This is an optimization exercise on Yosys and OpenROAD, whose aim is small area, a short achievable clock period and few clock cycles, not a production implementation. Function was checked by simulation only, so behaviour that the tests miss may differ from the original.

== north ==
## acc_top
module acc_top #(
  parameter int ADDR_WIDTH = acc_pkg::ADDR_WIDTH_DEF,
  parameter int CNT_WIDTH  = acc_pkg::CNT_WIDTH_DEF
) (
  input  logic                  ap_clk,
  input  logic                  ap_rst_n,
  input  logic                  ap_start,
  output logic                  ap_idle,
  output logic                  ap_ready,
  output logic                  ap_done,
  input  logic [ADDR_WIDTH-1:0] ifm_addr_base,
  input  logic [ADDR_WIDTH-1:0] wgt_addr_base,
  input  logic [ADDR_WIDTH-1:0] ofm_addr_base,
  input  logic [CNT_WIDTH-1:0]  cfg_ci,
  input  logic [CNT_WIDTH-1:0]  cfg_co,
  output logic                  ifm_rd_req,
  output logic [ADDR_WIDTH-1:0] ifm_rd_addr,
  input  logic                  ifm_rd_valid,
  input  acc_pkg::word_t        ifm_rd_data,
  output logic                  wgt_rd_req,
  output logic [ADDR_WIDTH-1:0] wgt_rd_addr,
  input  logic                  wgt_rd_valid,
  input  acc_pkg::word_t        wgt_rd_data,
  output logic                  ofm_wr_req,
  output logic [ADDR_WIDTH-1:0] ofm_wr_addr,
  output acc_pkg::word_t        ofm_wr_data,
  input  logic                  ofm_wr_ack
);
  localparam int LO = CNT_WIDTH + 2;
  logic busy_q;                
  logic idle_q;                
  logic fin_q;                 
  logic fa_q, faw_q, fb_q, fbw_q, ga_q, gai_q, gb_q, gbi_q, ha_q, hb_q;
  logic [ADDR_WIDTH-1:0]  ifm_base_q;
  logic [ADDR_WIDTH-1:LO] ifm_hi_q;     
  logic [ADDR_WIDTH-1:0]  wgt_addr_q;   
  logic [ADDR_WIDTH-1:0]  ofm_addr_q;   
  ...
For scale: ~1,800 cells after synthesis, ~300 flip-flops, ~320 I/O pins, roughly 0.021 mm^2 of cells after synthesis.
==> flow/config.mk <==
export PLATFORM = sky130hd
export DESIGN_NAME = acc_top
export DESIGN_NICKNAME = acc_top
export VERILOG_FILES = /design/flow/design.v
export SDC_FILE = /design/flow/constraint.sdc
export NUM_CORES = 4
export LEC_CHECK = 0
export CAP_MARGIN = 20
export CORE_MARGIN = 2
export CORE_UTILIZATION = 60
export CTS_BUF_LIST = sky130_fd_sc_hd__clkbuf_16
export CTS_CLUSTER_DIAMETER = 100
export CTS_CLUSTER_SIZE = 25
export SLEW_MARGIN = 20
==> flow/constraint.sdc <==
create_clock -name core_clock -period 12.5 [get_ports {ap_clk}]
set_input_delay 2.5000 -clock core_clock [delete_from_list [all_inputs] [get_ports {ap_clk}]]
set_output_delay 2.5000 -clock core_clock [all_outputs]
set_load 0.01 [all_outputs]
standard.sh (not shown) runs the stock make flow with config.mk's settings and CLKGATE_MAP_FILE= SYNTH_SCRIPT=/design/flow/synth_recipe.tcl, a recipe that flattens the netlist after the stock synthesis.
==> flow/flow/run.sh <==
#!/bin/bash
# Layout flow: the standard ORFS flow (standard synthesis unchanged), with
#  - port buffers made from plain buf cells instead of the default delay-buffer
#    cells (every port still gets its own buffer),
#  - repair_timing asked for extra setup slack so the resizer works the
#    input/output paths below the clock period.
# Each tool's full output stays in orfs/logs; make's output goes to flow.log.
set -euo pipefail
PORT_BUF=${PORT_BUF:-sky130_fd_sc_hd__buf_1}
MARGIN=${MARGIN:-7}
bash standard.sh "BUFFER_PORTS_ARGS=-buffer_cell $PORT_BUF" "SETUP_SLACK_MARGIN=$MARGIN" finish > flow.log 2>&1
north has completed all stages; timing, DRC and antenna checks passed.
Testbench counts of north, summed over its fixed seeds: cycles 59,110.
For south, these inputs were changed with respect to north:
Settings: swapping 60 for 40 in CORE_UTILIZATION.
diff --git a/flow/flow/run.sh b/flow/flow/run.sh
--- a/flow/flow/run.sh
+++ b/flow/flow/run.sh
@@ -10 +10 @@
-MARGIN=${MARGIN:-7}
+MARGIN=${MARGIN:-6.8}
Results
The via count of the first global-routing pass of north and that of south are within noise of each other.
The share of the clock period used by the worst path after layout was comparable across south and north.
Diff north..south | adder and majority cell fraction of the synthesized area | unchanged
Higher detail-routed via count per cell goes to north over south.
Higher proportion of final cell area spent on non-clock buffers was reported by north, not south.
Changes observed in south relative to north: worst slew margin relative to its limit picked up an extra 8.7 points, sequential share of layout area picked up an extra 0.21 points, worst setup slack picked up an extra 0.0090 ns.
The following lists how east was set up differently from south:
Settings: removing CTS_CLUSTER_DIAMETER (formerly 100); removing CTS_BUF_LIST (formerly sky130_fd_sc_hd__clkbuf_16); removing CTS_CLUSTER_SIZE (formerly 25).
diff --git a/flow/flow/run.sh b/flow/flow/run.sh
--- a/flow/flow/run.sh
+++ b/flow/flow/run.sh
@@ -10 +10 @@
-MARGIN=${MARGIN:-6.8}
+MARGIN=${MARGIN:-7}
Notes after the runs:
Diff south..east | number of library cell types mapped by synthesis | unchanged. [compare] base=south new=east: clock slew seen by the registers of the worst setup and hold paths fell 0.04 ns, total iterations of the first detailed-routing run flat, maximum single-stage delay on the critical path about even, sequential share of layout area now sits lower. Between south and east, the sequential cell area figures differ only marginally. Routed wire length on met2 in east is 2.4% above south. Compared to south, east has minimum setup slack in the final design 0.0063 ns lower. | total of clock buffers placed in the layout | higher: east |. east vs south, slew of the pin with the lowest slew margin went up by 0.14 ns.
Inputs modified between east and west:
Settings: setting CTS_CLUSTER_SIZE to 25 for the first time; setting CTS_BUF_LIST to sky130_fd_sc_hd__clkbuf_16 for the first time; setting SETUP_SLACK_MARGIN to 5 for the first time; setting CTS_CLUSTER_DIAMETER to 100 for the first time; changing CORE_UTILIZATION from 40 to 60.
==> flow/run.sh (new file) <==
#!/bin/bash
# synth_recipe.tcl (not shown) runs the flow's synth.tcl, then flattens the netlist and writes it again
# the make line also repeats each setting of config.mk as NAME=value (left out here)
make -C /OpenROAD-flow-scripts/flow DESIGN_CONFIG=/design/flow/config.mk WORK_HOME=/design/flow/orfs CLKGATE_MAP_FILE= SYNTH_SCRIPT=/design/flow/synth_recipe.tcl finish
removed: flow/flow/run.sh
removed: flow/standard.sh
Findings:
Highest clock frequency the design can meet delta for west relative to east: about 19% lower
Comparing well tap count for east and west, the bigger number came from east.
west ends up with a area of the die that is 33% lower than in east.
Non-clock buffer count, east and west, lower one = west.
In terms of sequential cell area, west and east differ only marginally.
When the final numbers for east and west were put side by side, the final worst hold slack turned out to be smaller in east.
east -> west: sequential cell count delta 0, exact match
ifm_rd_req as the endpoint of the worst setup timing path was reported by west, and wgt_rd_req by east.
A most common library cell in the layout ignoring fill and taps of clkdlybuf4s50_1 is what west shows, while buf_1 belongs to east.
## Diff of input files: middle against west
Settings: SETUP_SLACK_MARGIN removed (was 5); SLEW_MARGIN changed from 20 to 5; CAP_MARGIN changed from 20 to 5.
==> flow/flow/run.sh (new file) <==
#!/bin/bash
# Layout flow: the standard ORFS flow (standard synthesis unchanged), with
#  - port buffers made from plain buf cells instead of the default delay-buffer
#    cells (every port still gets its own buffer),
#  - repair_timing asked for extra setup slack so the resizer works the
#    input/output paths below the clock period.
# Each tool's full output stays in orfs/logs; make's output goes to flow.log.
set -euo pipefail
PORT_BUF=${PORT_BUF:-sky130_fd_sc_hd__buf_1}
MARGIN=${MARGIN:-6.8}
bash standard.sh "BUFFER_PORTS_ARGS=-buffer_cell $PORT_BUF" "SETUP_SLACK_MARGIN=$MARGIN" finish > flow.log 2>&1
==> flow/standard.sh (new file) <==
#!/bin/bash
# synth_recipe.tcl (not shown) runs the flow's synth.tcl, then flattens the netlist and writes it again
# the make line also repeats each setting of config.mk as NAME=value (left out here)
make -C /OpenROAD-flow-scripts/flow DESIGN_CONFIG=/design/flow/config.mk WORK_HOME=/design/flow/orfs CLKGATE_MAP_FILE= SYNTH_SCRIPT=/design/flow/synth_recipe.tcl "${@:-finish}"
removed: flow/run.sh
## What came out
Re non-clock buffer contribution to total cell area: middle is 7.0 points down on west. Compared with west, middle ends up with a smaller final cell area. [diff] least setup slack across all paths after layout, middle relative to west: improvement. The capturing instance or port of the critical path comes out ifm_rd_req in one run and wgt_rd_req in the other, namely in west and middle respectively.

## re-timing with driven ports
The flow's constraints put no driver on any port. The routed layouts listed below were extracted and timed again, unchanged, in two steps. Step 1, drivers: a clkbuf_16 drives ap_clk and a buf_2 each remaining input, both assumed. Step 2 adds t to the input delays and takes it off the output delays; t is the mean of the earliest and latest rising clock arrival at the registers after step 1. Input paths then give back, and output paths get back, about the clock's delay inside the block. a / b / c = ideal ports / drivers / drivers and shift; a / b = the first two.
| run | t, ns | setup WS [ns] | clock arrival spread, ns | worst slew at a driven data input, ns |
|---|---|---|---|---|
| north | 0.574 | 6.760 / 6.720 / 6.186 | 0.033 / 0.034 | 0.07 |
| south | 0.597 | 6.769 / 6.714 / 6.714 | 0.047 / 0.047 | 0.07 |
| east | 0.598 | 6.762 / 6.716 / 6.716 | 0.024 / 0.024 | 0.07 |
| west | 0.583 | 5.432 / 5.383 / 5.383 | 0.048 / 0.048 | 0.09 |
| middle | 0.573 | 6.770 / 6.715 / 6.715 | 0.034 / 0.034 | 0.08 |
After both steps setup and hold are still met in every run listed. The setup slack of north, which loses most, moves by -0.040 ns with the drivers and by -0.574 ns with both steps.
